This is an optimization exercise on Yosys and OpenROAD, whose aim is small area, a short achievable clock period and few clock cycles per item, not a production implementation. No functional check of the RTL was part of any run shown here.

==> flow/design.v (outline; a module is shown in full before it is edited, if it fits) <==
// module hsl_fa: 10 lines
// module hsl_ha: 9 lines
// module hsl_to_rgb_converter: 3527 lines
module hsl_to_rgb_converter (
	input  logic clk,
	input  logic arst_n,
	input  logic hsl_valid,
	output logic hsl_stall,
	input  hsl_pkg::hsl_t hsl,
	output logic rgb_valid,
	input  logic rgb_stall,
	output hsl_pkg::rgb_t rgb
);
  // ...
==> flow/run.sh <==
#!/bin/bash
# synth_recipe.tcl (not shown) runs the flow's synth.tcl, then flattens the netlist and writes it again
# the make line also repeats each setting of config.mk as NAME=value (left out here)
make -C /OpenROAD-flow-scripts/flow DESIGN_CONFIG=/design/flow/config.mk WORK_HOME=/design/flow/orfs CLKGATE_MAP_FILE= SYNTH_SCRIPT=/design/flow/synth_recipe.tcl finish
==> flow/config.mk <==
export PLATFORM = sky130hd
export DESIGN_NAME = hsl_to_rgb_converter
export DESIGN_NICKNAME = hsl_to_rgb_converter
export VERILOG_FILES = /design/flow/design.v
export SDC_FILE = /design/flow/constraint.sdc
export NUM_CORES = 4
export LEC_CHECK = 0
export CAP_MARGIN = 20
export CORE_MARGIN = 2
export CORE_UTILIZATION = 40
export SLEW_MARGIN = 20
export SYNTH_HIERARCHICAL = 1
export SYNTH_MINIMUM_KEEP_SIZE = 0
==> flow/constraint.sdc <==
create_clock -name core_clock -period 7.0 [get_ports {clk}]
set_input_delay 1.4000 -clock core_clock [delete_from_list [all_inputs] [get_ports {clk}]]
set_output_delay 1.4000 -clock core_clock [all_outputs]
set_load 0.01 [all_outputs]
==> metrics.md, run 1 <==
| Metric | Value |
|---|---|
| GR Util met2 | `between 30 and 40%` |
| Most used cell, CP | `fa_1` |
| Status | `finished clean` |
| Most frequent cells after synthesis | `fa_1, and2_1, ha_1, edfxtp_1, inv_1` |
| Slowest stage delay, CP | `around 0.75 ns` |
| Gr busiest metal | `met2` |
| Uppermost layer routed | `met5` |
| R2R Setup Slk | `about 0.39 ns` |
| Crit path max-delay cell type | `edfxtp_1` |
| Hold Crit Start | `l1[3]$_DFFE_PN_` |
| CP required | `7.09 ns` |
| Initial antenna violation count | `0` |
| Setup violators final | `0` |
| Commonest non-fill, non-tap cell in the layout | `fa_1` |
| Multi-input combinational area share | `69.48%` |
| H-Tree Depth | `3` |
| Sequential cells | `approximately 110` |
| Final hold vios | `0` |
| Layout Cells excl Fill | `between 2000 and 2500` |
| Fin crit share | `between 90% and 100%` |
| Top cells by area, synth | `fa_1, edfxtp_1, ha_1` |
| Worst-Margin Slew | `between 0.9 and 1 ns` |
| Post-CTS Setup Bufs | `0` |
| F_max | `approximately 150 MHz` |
| Tapcells | `between 500 and 600` |
| Multi-In Gates | `around 1200` |
| Count leader, synth | `fa_1` |
| Max FFs per register | `24` |
| Routed WL | `about 41000 µm` |
| Nets@finish | `1990` |
| Placed cell area | `17800 µm²` |
| CP Buf/Inv Count | `1` |
| Util after Layout | `about 45%` |
| Rel. slew slack | `a little over a third` |
| IO Port Bufs | `just over 60` |
| Die Ht | `206.5 µm` |
| R2R depth | `19` |
==> run 2: changes to the inputs <==
--- a/flow/design.v
+++ b/flow/design.v
@@ -70,41 +70,45 @@
 	input  logic arst_n,
 	input  logic hsl_valid,
 	output logic hsl_stall,
 	input  hsl_pkg::hsl_t hsl,
 	output logic rgb_valid,
 	input  logic rgb_stall,
 	output hsl_pkg::rgb_t rgb
 );
-	logic v1, v2, vo;
+	logic v1, v2, v3, vo;
 	logic adv;
 	assign adv = !(vo && rgb_stall);
 	always_ff @(posedge clk or negedge arst_n) begin
 		if (!arst_n) begin
 			v1 <= 1'b0;
 			v2 <= 1'b0;
+			v3 <= 1'b0;
 			vo <= 1'b0;
 		end else if (adv) begin
 			v1 <= hsl_valid;
 			v2 <= v1;
-			vo <= v2;
+			v3 <= v2;
+			vo <= v3;
 		end
 	end
 	assign hsl_stall = !adv;
 	assign rgb_valid = vo;
 	logic [8:0] s1, l1;
 	logic [7:0] L1;
 	logic [3:0] hb1;
 	logic [7:0] hl1;
 	logic [2:0] sec1;
 	logic [15:0] P1, F1;
 	logic [15:0] P2, F2;
 	logic [8:0] l2;
 	logic [2:0] sec2;
+	logic [76:0] r3;
+	logic [2:0] sec3;
 	logic [7:0] md, mx, mn;
 	logic w0;
 	logic w1;
 	logic w2;
 	logic w3;
 	logic w4;
 	logic w5;
 	logic w6;
@@ -2069,39 +2073,39 @@
 	assign F1[9] = w337;
 	assign F1[10] = w338;
 	assign F1[11] = w339;
 	assign F1[12] = w340;
 	assign F1[13] = w341;
 	assign F1[14] = w342;
 	assign F1[15] = w343;
 	assign md[0] = w1786;
-	assign mx[0] = w1358;
-	assign mn[0] = w1569;
+	assign mx[0] = r3[61];
+	assign mn[0] = r3[69];
 	assign md[1] = w1787;
-	assign mx[1] = w1359;
-	assign mn[1] = w1570;
+	assign mx[1] = r3[62];
+	assign mn[1] = r3[70];
 	assign md[2] = w1788;
-	assign mx[2] = w1360;
-	assign mn[2] = w1571;
+	assign mx[2] = r3[63];
+	assign mn[2] = r3[71];
 	assign md[3] = w1789;
-	assign mx[3] = w1361;
-	assign mn[3] = w1572;
+	assign mx[3] = r3[64];
+	assign mn[3] = r3[72];
 	assign md[4] = w1790;
-	assign mx[4] = w1362;
-	assign mn[4] = w1573;
+	assign mx[4] = r3[65];
+	assign mn[4] = r3[73];
 	assign md[5] = w1791;
-	assign mx[5] = w1363;
-	assign mn[5] = w1574;
+	assign mx[5] = r3[66];
+	assign mn[5] = r3[74];
 	assign md[6] = w1792;
-	assign mx[6] = w1364;
-	assign mn[6] = w1575;
+	assign mx[6] = r3[67];
+	assign mn[6] = r3[75];
 	assign md[7] = w1793;
-	assign mx[7] = w1365;
-	assign mn[7] = w1576;
+	assign mx[7] = r3[68];
+	assign mn[7] = r3[76];
 	assign w0 = L1[0] & s1[0];
 	assign w1 = L1[0] & s1[1];
 	assign w2 = L1[0] & s1[2];
 	assign w3 = L1[0] & s1[3];
 	assign w4 = L1[0] & s1[4];
 	assign w5 = L1[0] & s1[5];
 	assign w6 = L1[0] & s1[6];
 	assign w7 = L1[0] & s1[7];
@@ -3338,77 +3342,77 @@
 	assign w1569 = w1470 ^ w1535;
 	assign w1570 = w1472 ^ w1553;
 	assign w1571 = w1474 ^ w1555;
 	assign w1572 = w1476 ^ w1557;
 	assign w1573 = w1478 ^ w1559;
 	assign w1574 = w1480 ^ w1561;
 	assign w1575 = w1482 ^ w1563;
 	assign w1576 = w1484 ^ w1565;
-	assign w1577 = w345 & w360;
-	assign w1578 = w345 ^ w360;
-	assign w1579 = w1087 & w376;
-	assign w1580 = w1087 ^ w376;
-	assign w1581 = w1088 & w1089;
-	assign w1582 = w1088 ^ w1089;
-	assign w1583 = w1090 & w1091;
-	assign w1584 = w1090 ^ w1091;
-	assign w1585 = w1092 & w1093;
-	assign w1586 = w1092 ^ w1093;
-	assign w1587 = w1094 & w1095;
-	assign w1588 = w1094 ^ w1095;
-	assign w1589 = w1096 & w1097;
-	assign w1590 = w1096 ^ w1097;
-	assign w1591 = w1098 & w1099;
-	assign w1592 = w1098 ^ w1099;
-	assign w1593 = w1100 & w1101;
-	assign w1594 = w1100 ^ w1101;
-	assign w1595 = w1102 & w1103;
-	assign w1596 = w1102 ^ w1103;
-	assign w1597 = w1104 & w1105;
-	assign w1598 = w1104 ^ w1105;
-	assign w1599 = w1106 & w1107;
-	assign w1600 = w1106 ^ w1107;
-	assign w1601 = w1108 & w1109;
-	assign w1602 = w1108 ^ w1109;
-	assign w1603 = w1110 & w1111;
-	assign w1604 = w1110 ^ w1111;
-	assign w1605 = w1112 & w1113;
-	assign w1606 = w1112 ^ w1113;
-	assign w1607 = w1114 & w1115;
-	assign w1608 = w1114 ^ w1115;
-	assign w1609 = w1116 & w1117;
-	assign w1610 = w1116 ^ w1117;
-	assign w1611 = w1118 & w1119;
-	assign w1612 = w1118 ^ w1119;
-	assign w1613 = w1120 & w1121;
-	assign w1614 = w1120 ^ w1121;
-	assign w1615 = w1122 & w1123;
-	assign w1616 = w1122 ^ w1123;
-	assign w1617 = w1124 & w1125;
-	assign w1618 = w1124 ^ w1125;
-	assign w1619 = w1126 & w1127;
-	assign w1620 = w1126 ^ w1127;
-	assign w1621 = w1128 & w1129;
-	assign w1622 = w1128 ^ w1129;
-	assign w1623 = w1130 & w1131;
-	assign w1624 = w1130 ^ w1131;
-	assign w1625 = w1132 & w1133;
-	assign w1626 = w1132 ^ w1133;
-	assign w1627 = w1134 & w1135;
-	assign w1628 = w1134 ^ w1135;
-	assign w1629 = w1136 & w1137;
-	assign w1630 = w1136 ^ w1137;
-	assign w1631 = w1138 & w1139;
-	assign w1632 = w1138 ^ w1139;
-	assign w1633 = w1140 & w1141;
-	assign w1634 = w1140 ^ w1141;
-	assign w1635 = w1142 & w1143;
-	assign w1636 = w1142 ^ w1143;
-	assign w1637 = w1578 & w344;
+	assign w1577 = r3[1] & r3[2];
+	assign w1578 = r3[1] ^ r3[2];
+	assign w1579 = r3[3] & r3[4];
+	assign w1580 = r3[3] ^ r3[4];
+	assign w1581 = r3[5] & r3[6];
+	assign w1582 = r3[5] ^ r3[6];
+	assign w1583 = r3[7] & r3[8];
+	assign w1584 = r3[7] ^ r3[8];
+	assign w1585 = r3[9] & r3[10];
+	assign w1586 = r3[9] ^ r3[10];
+	assign w1587 = r3[11] & r3[12];
+	assign w1588 = r3[11] ^ r3[12];
+	assign w1589 = r3[13] & r3[14];
+	assign w1590 = r3[13] ^ r3[14];
+	assign w1591 = r3[15] & r3[16];
+	assign w1592 = r3[15] ^ r3[16];
+	assign w1593 = r3[17] & r3[18];
+	assign w1594 = r3[17] ^ r3[18];
+	assign w1595 = r3[19] & r3[20];
+	assign w1596 = r3[19] ^ r3[20];
+	assign w1597 = r3[21] & r3[22];
+	assign w1598 = r3[21] ^ r3[22];
+	assign w1599 = r3[23] & r3[24];
+	assign w1600 = r3[23] ^ r3[24];
+	assign w1601 = r3[25] & r3[26];
+	assign w1602 = r3[25] ^ r3[26];
+	assign w1603 = r3[27] & r3[28];
+	assign w1604 = r3[27] ^ r3[28];
+	assign w1605 = r3[29] & r3[30];
+	assign w1606 = r3[29] ^ r3[30];
+	assign w1607 = r3[31] & r3[32];
+	assign w1608 = r3[31] ^ r3[32];
+	assign w1609 = r3[33] & r3[34];
+	assign w1610 = r3[33] ^ r3[34];
+	assign w1611 = r3[35] & r3[36];
+	assign w1612 = r3[35] ^ r3[36];
+	assign w1613 = r3[37] & r3[38];
+	assign w1614 = r3[37] ^ r3[38];
+	assign w1615 = r3[39] & r3[40];
+	assign w1616 = r3[39] ^ r3[40];
+	assign w1617 = r3[41] & r3[42];
+	assign w1618 = r3[41] ^ r3[42];
+	assign w1619 = r3[43] & r3[44];
+	assign w1620 = r3[43] ^ r3[44];
+	assign w1621 = r3[45] & r3[46];
+	assign w1622 = r3[45] ^ r3[46];
+	assign w1623 = r3[47] & r3[48];
+	assign w1624 = r3[47] ^ r3[48];
+	assign w1625 = r3[49] & r3[50];
+	assign w1626 = r3[49] ^ r3[50];
+	assign w1627 = r3[51] & r3[52];
+	assign w1628 = r3[51] ^ r3[52];
+	assign w1629 = r3[53] & r3[54];
+	assign w1630 = r3[53] ^ r3[54];
+	assign w1631 = r3[55] & r3[56];
+	assign w1632 = r3[55] ^ r3[56];
+	assign w1633 = r3[57] & r3[58];
+	assign w1634 = r3[57] ^ r3[58];
+	assign w1635 = r3[59] & r3[60];
+	assign w1636 = r3[59] ^ r3[60];
+	assign w1637 = w1578 & r3[0];
 	assign w1638 = w1581 | (w1582 & w1579);
 	assign w1639 = w1582 & w1580;
 	assign w1640 = w1585 | (w1586 & w1583);
 	assign w1641 = w1586 & w1584;
 	assign w1642 = w1589 | (w1590 & w1587);
 	assign w1643 = w1590 & w1588;
 	assign w1644 = w1593 | (w1594 & w1591);
 	assign w1645 = w1594 & w1592;
@@ -3567,21 +3571,99 @@
 			L1   <= L0;
 			hb1  <= hr0[3:0];
 			sec1 <= hr0[6:4];
 			hl1  <= hsl.hue[7:0];
 			P2   <= P1;
 			F2   <= F1;
 			l2   <= l1;
 			sec2 <= sec1;
+			r3[0] <= w344;
+			r3[1] <= w345;
+			r3[2] <= w360;
+			r3[3] <= w1087;
+			r3[4] <= w376;
+			r3[5] <= w1088;
+			r3[6] <= w1089;
+			r3[7] <= w1090;
+			r3[8] <= w1091;
+			r3[9] <= w1092;
+			r3[10] <= w1093;
+			r3[11] <= w1094;
+			r3[12] <= w1095;
+			r3[13] <= w1096;
+			r3[14] <= w1097;
+			r3[15] <= w1098;
+			r3[16] <= w1099;
+			r3[17] <= w1100;
+			r3[18] <= w1101;
+			r3[19] <= w1102;
+			r3[20] <= w1103;
+			r3[21] <= w1104;
+			r3[22] <= w1105;
+			r3[23] <= w1106;
+			r3[24] <= w1107;
+			r3[25] <= w1108;
+			r3[26] <= w1109;
+			r3[27] <= w1110;
+			r3[28] <= w1111;
+			r3[29] <= w1112;
+			r3[30] <= w1113;
+			r3[31] <= w1114;
+			r3[32] <= w1115;
+			r3[33] <= w1116;
+			r3[34] <= w1117;
+			r3[35] <= w1118;
+			r3[36] <= w1119;
+			r3[37] <= w1120;
+			r3[38] <= w1121;
+			r3[39] <= w1122;
+			r3[40] <= w1123;
+			r3[41] <= w1124;
+			r3[42] <= w1125;
+			r3[43] <= w1126;
+			r3[44] <= w1127;
+			r3[45] <= w1128;
+			r3[46] <= w1129;
+			r3[47] <= w1130;
+			r3[48] <= w1131;
+			r3[49] <= w1132;
+			r3[50] <= w1133;
+			r3[51] <= w1134;
+			r3[52] <= w1135;
+			r3[53] <= w1136;
+			r3[54] <= w1137;
+			r3[55] <= w1138;
+			r3[56] <= w1139;
+			r3[57] <= w1140;
+			r3[58] <= w1141;
+			r3[59] <= w1142;
+			r3[60] <= w1143;
+			r3[61] <= w1358;
+			r3[62] <= w1359;
+			r3[63] <= w1360;
+			r3[64] <= w1361;
+			r3[65] <= w1362;
+			r3[66] <= w1363;
+			r3[67] <= w1364;
+			r3[68] <= w1365;
+			r3[69] <= w1569;
+			r3[70] <= w1570;
+			r3[71] <= w1571;
+			r3[72] <= w1572;
+			r3[73] <= w1573;
+			r3[74] <= w1574;
+			r3[75] <= w1575;
+			r3[76] <= w1576;
+			sec3 <= sec2;
 		end
 	end
 	hsl_pkg::rgb_t y, ro;
 	always_comb begin
-		case (sec2)
+		case (sec3)
 			3'd0:    y = {mx, md, mn};
 			3'd1:    y = {md, mx, mn};
 			3'd2:    y = {mn, mx, md};
 			3'd3:    y = {mn, md, mx};
 			3'd4:    y = {md, mn, mx};
 			default: y = {mx, mn, md};
 		endcase
 	end
==> metrics.md, run 2 <==
| Metric | Value |
|---|---|
| Placed cell area | `20140 µm² (was 17800 µm²)` |
| Crit path max-delay cell type | `edfxtp_1 (unchanged)` |
| Clock slew at reported path FFs | `0.08 ns (about the same)` |
| Final WS setup | `2.610 ns (was 0.3895 ns)` |
| Dpl cells | `2181 (was 2022)` |
| Skew final | `0.01405 ns (was 0.01085 ns)` |
| DRC Markers | `0 (unchanged)` |
| Fin crit share | `62.71% (was 94.44%)` |
| First-pass GRT wire length | `68660 µm (was 66060 µm)` |
| Post-synth EDFFs | `187 (was 108)` |
| Clk Tree Root Cell | `clkbuf_16 (unchanged)` |
| Hold Path Class | `register to register (unchanged)` |
| F_max | `227.8 MHz (was 151.3 MHz)` |
| DR WL met2 | `20590 µm (was 19860 µm)` |
| DP Worst Slack | `2.653 ns (was 0.4187 ns)` |
| RR Endpoint | `r3[40]$_DFFE_PN_ (was ro[20]$_DFFE_PN_)` |
| Top cells by area, synth | `fa_1, edfxtp_1, ha_1 (unchanged)` |
| CTS buffer count | `17 (was 9)` |
| GR Overflow Total | `0 (unchanged)` |
| R2R depth | `7 (was 19)` |
| Most flops, register | `r3 (was ro)` |
| Hold_buf cts | `0 (unchanged)` |
| Longest Clk Path Bufs | `2 (unchanged)` |
| Vias in the first global route | `12520 (was 11900)` |
| Adder-cell area share of the yosys netlist | `41.27% (was 47.49%)` |
| Die ar. | `48960 µm² (was 42650 µm²)` |
| Clock sink total | `191 (was 111)` |
| Die width | `221.3 µm (was 206.5 µm)` |
| Routed WL | `42430 µm (was 40880 µm)` |
| Sequential element share of the synthesized area | `30.27% (was 20.22%)` |
| CTS tree | `built (unchanged)` |
| Synth top area share | `31.06% (was 35.75%)` |
| Uppermost layer routed | `met4 (was met5)` |
| Initial Util | `40.56% (was 40.37%)` |
| Synth Warn # | `7 (unchanged)` |
| Commonest non-fill, non-tap cell in the layout | `fa_1 (unchanged)` |
| Post-CTS Setup Bufs | `0 (unchanged)` |
| GRT Resource Usage Total | `18.05% (was 20.38%)` |
| Most frequent cells in the layout | `fa_1, and2_1, edfxtp_1 (was fa_1, and2_1, ha_1)` |
| Cell Chain, Critical Path | `inv_1, fa_1, fa_1, fa_1, fa_1, fa_1, fa_1 (was and2_1, fa_1, fa_1, fa_1, fa_1, fa_1, fa_1, ha_1, and4_1, and3_1, nand3_1, a311oi_1, buf_4, o2111ai_1, nand2_1, xnor2_1, nor2_1, a2111oi_0, a221oi_1)` |
| Critical path startpoint category | `register (unchanged)` |
| Routed len/inst | `19.17 µm (was 20.02 µm)` |
| Pins over their slew limit | `0 (unchanged)` |
| CORE AREA | `46560 µm² (was 40650 µm²)` |
| Vias per cell | `5.307 (was 5.379)` |
| Final min period | `4.390 ns (was 6.611 ns)` |
| Most used cell, CP | `fa_1 (unchanged)` |
| Post-CTS Resized | `0 (unchanged)` |
| XOR/XNOR Fraction of Synth Area | `2.366% (was 3.142%)` |
| FFs w/ async S/R, synth | `2.094% (was 2.703%)` |
| Post-synthesis cell area | `18880 µm² (was 16410 µm²)` |
| Met3 wire length | `1903 µm (was 1803 µm)` |
| Post-Synth Simple-Gate Area | `14.66% (was 16.12%)` |
| CP startpoint | `P2[4]$_DFFE_PN_ (was F2[13]$_DFFE_PN_)` |
| Slowest stage delay, CP | `0.95 ns (was 0.75 ns)` |
| ANT nets after route | `0 (unchanged)` |
| IO Port Bufs | `62 (unchanged)` |
| CP endpoint | `r3[40]$_DFFE_PN_ (was ro[20]$_DFFE_PN_)` |
| Worst r2r src | `P2[4]$_DFFE_PN_ (was F2[13]$_DFFE_PN_)` |
| Share of layout cells above drive strength 1 | `3.736% (was 4.967%)` |
| Synth Area in Compound Gates | `7.866% (was 8.633%)` |
| Top delay family on crit path | `adder cells (unchanged)` |
| Worst-Margin Slew | `0.9870 ns (was 0.9711 ns)` |
| Max-cap violations | `0 (unchanged)` |
| Final Wtd Congestion | `0.8379 (was 0.9283)` |
| DR iter-0 viols | `652 (was 726)` |
| Fin area | `20740 µm² (was 18140 µm²)` |
| CP Buf/Inv Count | `1 (unchanged)` |
| Count leader, synth | `fa_1 (unchanged)` |
| Area Overhead vs Synth | `9.833% (was 10.58%)` |
| Most frequent cells after synthesis | `fa_1, and2_1, edfxtp_1, ha_1, inv_1 (was fa_1, and2_1, ha_1, edfxtp_1, inv_1)` |
| Type of the worst setup path | `register to register (unchanged)` |
| Largest family of logic cells by synthesized area | `adder cells (unchanged)` |
| Mean Syn Cell Area | `12.14 µm² (was 11.41 µm²)` |
| Critical Path Fanout Max | `20 (was 16)` |
| RSZ-0062 raised after global routing | `false (unchanged)` |
| Nets@finish | `2077 (was 1990)` |
| Initial antenna violation count | `0 (unchanged)` |
| Layout Cells excl Fill | `2213 (was 2042)` |
| Rel. slew slack | `34.20% (was 35.26%)` |
| Fin Setup TNS | `0 ns (unchanged)` |
| Die Ht | `221.3 µm (was 206.5 µm)` |
| Synth cell types | `72 (was 69)` |
| R2R Setup Slk | `2.61 ns (was 0.39 ns)` |
| N_diodes | `0 (unchanged)` |
| Final hold vios | `0 (unchanged)` |
| Max FFs per register | `76 (was 24)` |
| Detailed placer's ending HPWL | `31570 µm (was 32390 µm)` |
| CP required | `7.22 ns (was 7.09 ns)` |
| Clock latency (worst-skew pair) | `0.48 ns (was 0.37 ns)` |
| Critical path arrival | `4.61 ns (was 6.70 ns)` |
| # rows | `79 (was 74)` |
| Wl on met1 | `18490 µm (was 18070 µm)` |
| Synth Register Bits | `191 (was 111)` |
| TritonRoute pass-1 iters | `5 (unchanged)` |
| Status | `finished clean (unchanged)` |
| Multiplexer area fraction after synthesis | `0.6229% (was 1.159%)` |
| DR vias | `11750 (was 10980)` |
| Setup violators final | `0 (unchanged)` |
| H-Tree Depth | `4 (was 3)` |
| Critical path depth | `7 (was 19)` |
| Largest registers | `r3 (76), ro (24) (was ro (24), F2 (16), P2 (16))` |
| Setup crit end kind | `register (unchanged)` |
| Cell accounting for the most synthesized area | `fa_1 (unchanged)` |
| Largest net degree at the start of global routing | `78 (unchanged)` |
| Ys flop type | `edfxtp_1 (unchanged)` |
| IO Count | `63 (unchanged)` |
| Cell count after synthesis | `1555 (was 1438)` |
==> run 2: cell types whose count changed in the layout (fill, tap and decap cells not counted), moves of 9 or more <==
cell / change
buf_4: -36
edfxtp_1: +79
nand2_1: +14
nand2b_1: +9
o21ai_0: +27
==> run 2: how the worst min path moves through the flow <==
stage / start / cells past startpoint / end
2_1_floorplan: l1[1]$_DFFE_PN_ / 0 / l2[1]$_DFFE_PN_
6_report: l1[2]$_DFFE_PN_ / 0 / l2[2]$_DFFE_PN_
4_1_cts: l1[7]$_DFFE_PN_ / 0 / l2[7]$_DFFE_PN_
3_3_place_gp: l1[6]$_DFFE_PN_ / 0 / l2[6]$_DFFE_PN_
3_5_place_dp: l1[8]$_DFFE_PN_ / 0 / l2[8]$_DFFE_PN_
5_1_grt: l1[2]$_DFFE_PN_ / 0 / l2[2]$_DFFE_PN_
==> run 2: kinds of logic (layout without fill, tap and decap cells) <==
logic type,count (synthesis),after routing
other cells,1,10
compound gates,224,224
buf+inv,147,189
fa+ha+maj,447,447
flops,191,191
mux,10,10
simple gates,484,484
xor+xnor,51,51
==> run 2: metrics by stage <==
step	hold WS (ns)	utilization, %
6_report	0.4241	44.55
5_1_grt	0.4379	44.55
4_1_cts	0.4294	44.55
3_5_place_dp	0.4054	43.26
3_3_place_gp	0.4003	43.26
2_1_floorplan	0.4003	-
==> run 2: metal layers <==
metal | GRT usage, % | vias to the layer above
met5 | 0 | -
met4 | 8.378 | 0
met3 | 3.067 | 78
met2 | 29.52 | 320
met1 | 23.48 | 5998
li1 | - | 5349
==> run 2: modules after synthesis, one instance, submodules excluded <==
module | cells inside | area (µm²) | flip-flops and latches | copies in the design
hsl_ha | 1 | 12.51 | 0 | 46
hsl_to_rgb_converter | 1224 | 12600 | 191 | 1
hsl_fa | 1 | 20.02 | 0 | 285
==> run 2: area by class of cell <==
class	instances	area, µm²
inverter	89	334.1
clock buffer	17	425.4
multi-input combinational	1226	12660
clock inverter	15	173.9
sequential	191	5715
timing repair buffer	68	665.6
fill	4258	25820
tap	607	759.5
==> run 3: changes to the inputs <==
--- a/flow/config.mk
+++ b/flow/config.mk
@@ -10,2 +10,3 @@
 export CORE_UTILIZATION = 40
+export SETUP_SLACK_MARGIN = 3.0
 export SLEW_MARGIN = 20
==> metrics.md, run 3 <==
| Metric | Value |
|---|---|
| Setup crit end kind | `register (unchanged)` |
| TritonRoute pass-1 iters | `5 (unchanged)` |
| Vias in the first global route | `12860 (was 12520)` |
| Sequential element share of the synthesized area | `30.27% (unchanged)` |
| Die ar. | `48960 µm² (unchanged)` |
| Worst-Margin Slew | `1.070 ns (was 0.9870 ns)` |
| Share of layout cells above drive strength 1 | `9.698% (was 3.736%)` |
| Clock latency (worst-skew pair) | `0.48 ns (about the same)` |
| Synth cell types | `72 (unchanged)` |
| DR vias | `12030 (was 11750)` |
| GR Overflow Total | `0 (unchanged)` |
| Routed len/inst | `19.30 µm (was 19.17 µm)` |
| Layout filler cell count | `4190 (was 4258)` |
| Cell accounting for the most synthesized area | `fa_1 (unchanged)` |
| Setup violators final | `0 (unchanged)` |
| Critical path startpoint category | `register (unchanged)` |
| CP required | `7.21 ns (was 7.22 ns)` |
| FFs w/ async S/R, synth | `2.094% (unchanged)` |
| IO Port Bufs | `62 (unchanged)` |
| Final Wtd Congestion | `0.8656 (was 0.8379)` |
| Initial antenna violation count | `1 (was 0)` |
| Fin crit share | `56.80% (was 62.71%)` |
| GRT Resource Usage Total | `18.72% (was 18.05%)` |
| Die width | `221.3 µm (unchanged)` |
| Sequential Area | `5715 µm² (unchanged)` |
| Max-cap violations | `0 (unchanged)` |
| Synth Warn # | `7 (unchanged)` |
| Clock sink total | `191 (unchanged)` |
| CORE AREA | `46560 µm² (unchanged)` |
| Synth top area share | `31.06% (unchanged)` |
| Rel. slew slack | `28.66% (was 34.20%)` |
| Pins over their slew limit | `0 (unchanged)` |
| Status | `finished clean (unchanged)` |
| Post-synth EDFFs | `187 (unchanged)` |
| Vias per cell | `5.237 (was 5.307)` |
| Count leader, synth | `fa_1 (unchanged)` |
| Nets@finish | `2162 (was 2077)` |
| Initial Util | `40.56% (unchanged)` |
| Multi-input gate area | `12820 µm² (was 12660 µm²)` |
| Die Ht | `221.3 µm (unchanged)` |
| Clock slew at reported path FFs | `0.07 ns (was 0.08 ns)` |
| ANT nets after route | `0 (unchanged)` |
| Type of the worst setup path | `register to register (unchanged)` |
| Final hold vios | `0 (unchanged)` |
| Critical path arrival | `4.19 ns (was 4.61 ns)` |
| Area Overhead vs Synth | `14.15% (was 9.833%)` |
| Most frequent cells after synthesis | `fa_1, and2_1, edfxtp_1, ha_1, inv_1 (unchanged)` |
| Detailed placer's ending HPWL | `31600 µm (was 31570 µm)` |
| Largest net degree at the start of global routing | `82 (was 78)` |
| Hold_buf cts | `0 (unchanged)` |
| Largest registers | `r3 (76), ro (24) (unchanged)` |
| First-pass GRT wire length | `71020 µm (was 68660 µm)` |
| Routed WL | `44350 µm (was 42430 µm)` |
| F_max | `251.5 MHz (was 227.8 MHz)` |
| IO Count | `63 (unchanged)` |
| # rows | `79 (unchanged)` |
| DR iter-0 viols | `672 (was 652)` |
| Longest Clk Path Bufs | `2 (unchanged)` |
| Top cells by area, synth | `fa_1, edfxtp_1, ha_1 (unchanged)` |
| DRC Markers | `0 (unchanged)` |
| Skew final | `0.02194 ns (was 0.01405 ns)` |
| Post-synthesis cell area | `18880 µm² (unchanged)` |
| Clk Tree Root Cell | `clkbuf_16 (unchanged)` |
| Commonest non-fill, non-tap cell in the layout | `fa_1 (unchanged)` |
| Synth Register Bits | `191 (unchanged)` |
| N_diodes | `0 (unchanged)` |
| RSZ-0062 raised after global routing | `true (was false)` |
| CTS tree | `built (unchanged)` |
| Fin Setup TNS | `0 ns (unchanged)` |
| Mean Syn Cell Area | `12.14 µm² (unchanged)` |
| CTS buffer count | `17 (unchanged)` |
| Most flops, register | `r3 (unchanged)` |
| Most frequent cells in the layout | `fa_1, and2_1, edfxtp_1 (unchanged)` |
| Cell count after synthesis | `1555 (unchanged)` |
| Max FFs per register | `76 (unchanged)` |
| H-Tree Depth | `4 (unchanged)` |
| Final min period | `3.976 ns (was 4.390 ns)` |
| Ys flop type | `edfxtp_1 (unchanged)` |
| Critical Path Fanout Max | `6 (was 20)` |
| Hold Path Class | `register to register (unchanged)` |
-- run 3: cell counts after synthesis --
Identical to the previous run, type by type.
-- run 3: worst max-delay path: stages (launching register included) --
cell and delay [ns]:
edfxtp_1 0.50, and2_4 0.19, fa_1 0.45, fa_2 0.36
fa_1 0.46, fa_1 0.52, ha_2 0.27, or2_4 0.26
a21oi_4 0.16, nor2_1 0.09, a21oi_1 0.24, o21ai_0 0.09
nor2b_1 0.13
-- run 3: Yosys stat by module, one instance, submodules excluded --
module | flops+latches | area, µm² | cells inside
hsl_fa | 0 | 20.02 | 1
hsl_ha | 0 | 12.51 | 1
hsl_to_rgb_converter | 191 | 12600 | 1224
-- run 3: timing repair --
item | CTS | global route
resized for setup | 11 | 21
pin swaps | 6 | 7
endpoints found under the setup margin | 30 | 24
cloned | 1 | 0
setup buffers | 45 | 39
-- run 3: final cells by class --
| class | instances | area share (%) |
|---|---|---|
| inverter | 89 | 1.550 |
| timing repair buffer | 152 | 6.130 |
| multi-input combinational | 1227 | 59.48 |
| clock inverter | 14 | 0.8127 |
| sequential | 191 | 26.52 |
| tap | 607 | 3.524 |
| clock buffer | 18 | 1.991 |
-- run 3: kinds of logic after synthesis --
kind of cell,count (synthesis),synth area share (%)
XOR/XNOR,51,2.366
multiplexers,10,0.6229
buffers and inverters,147,2.922
adder cells (fa/ha/maj),447,41.27
flip-flops,191,30.27
AO/OA/AOI/OAI,224,7.866
other,1,0.01986
AND/OR/NAND/NOR,484,14.66
-- run 3: final timing paths --
| check | startpoint | to | slack, ns | depth (start not counted) |
|---|---|---|---|---|
| max in group asynchronous | arst_n | vo$_DFFE_PN0N_ | 5.71 | 1 |
| max | L1[2]$_DFFE_PN_ | P2[12]$_DFFE_PN_ | 3.02 | 12 |
| min reg2reg | l1[6]$_DFFE_PN_ | l2[6]$_DFFE_PN_ | 0.42 | 0 |
| min in group asynchronous | arst_n | v2$_DFFE_PN0N_ | 1.13 | 1 |
| min | l1[6]$_DFFE_PN_ | l2[6]$_DFFE_PN_ | 0.42 | 0 |
| max reg2reg | L1[2]$_DFFE_PN_ | P2[12]$_DFFE_PN_ | 3.02 | 12 |
-- run 3: per-layer routing --
metal  track usage (%)  wire length (µm)  vias to the layer above
met5                 0                18                        -
met4             5.889              1075                        2
met3             3.280              2040                       63
met2             31.42             21630                      281
met1             24.71             19580                     6172
li1                  -                 -                     5516
-- run 3: through the flow --
step           utilization, %  instances  worst slack (ns)  area (µm²)  hold WS, ns
2_1_floorplan               -       1564             3.067       18930       0.4003
4_1_cts                 45.45       2259             2.827       21160       0.4225
6_report                46.30       2298             3.024       21550       0.4215
3_3_place_gp            43.26       2181             2.542       20140       0.4007
5_1_grt                 46.30       2298             2.859       21550       0.4341
3_5_place_dp            43.26       2181             2.525       20140       0.4045

## port drivers added, routing unchanged
Ports are ideal in the flow. The routed layouts listed here were re-timed in OpenROAD. Step 1 (the two cells are an assumption about what drives the block):
set clk [get_ports {clk}]
set_driving_cell -lib_cell sky130_fd_sc_hd__clkbuf_16 $clk
set_driving_cell -lib_cell sky130_fd_sc_hd__buf_2 [delete_from_list [all_inputs] $clk]
Step 2 also shifts input and output timing later by t, the mid clock arrival at the registers, as if the neighbouring blocks saw the same clock. Three values: ideal, step 1, step 2; two values: the first two.
| run | t (ns) | setup WS [ns] | worst register clock-pin slew, ns |
|---|---|---|---|
| run 1 | 0.415 | 0.389 / 0.389 / 0.389 | 0.08 / 0.08 |
| run 2 | 0.525 | 2.610 / 2.610 / 2.610 | 0.08 / 0.08 |
| run 3 | 0.517 | 3.024 / 3.024 / 3.017 | 0.08 / 0.08 |
After both steps every run listed still meets setup and hold. The setup slack of run 3, which loses most, moves by 0.000 ns with the drivers and by -0.007 ns with both steps.
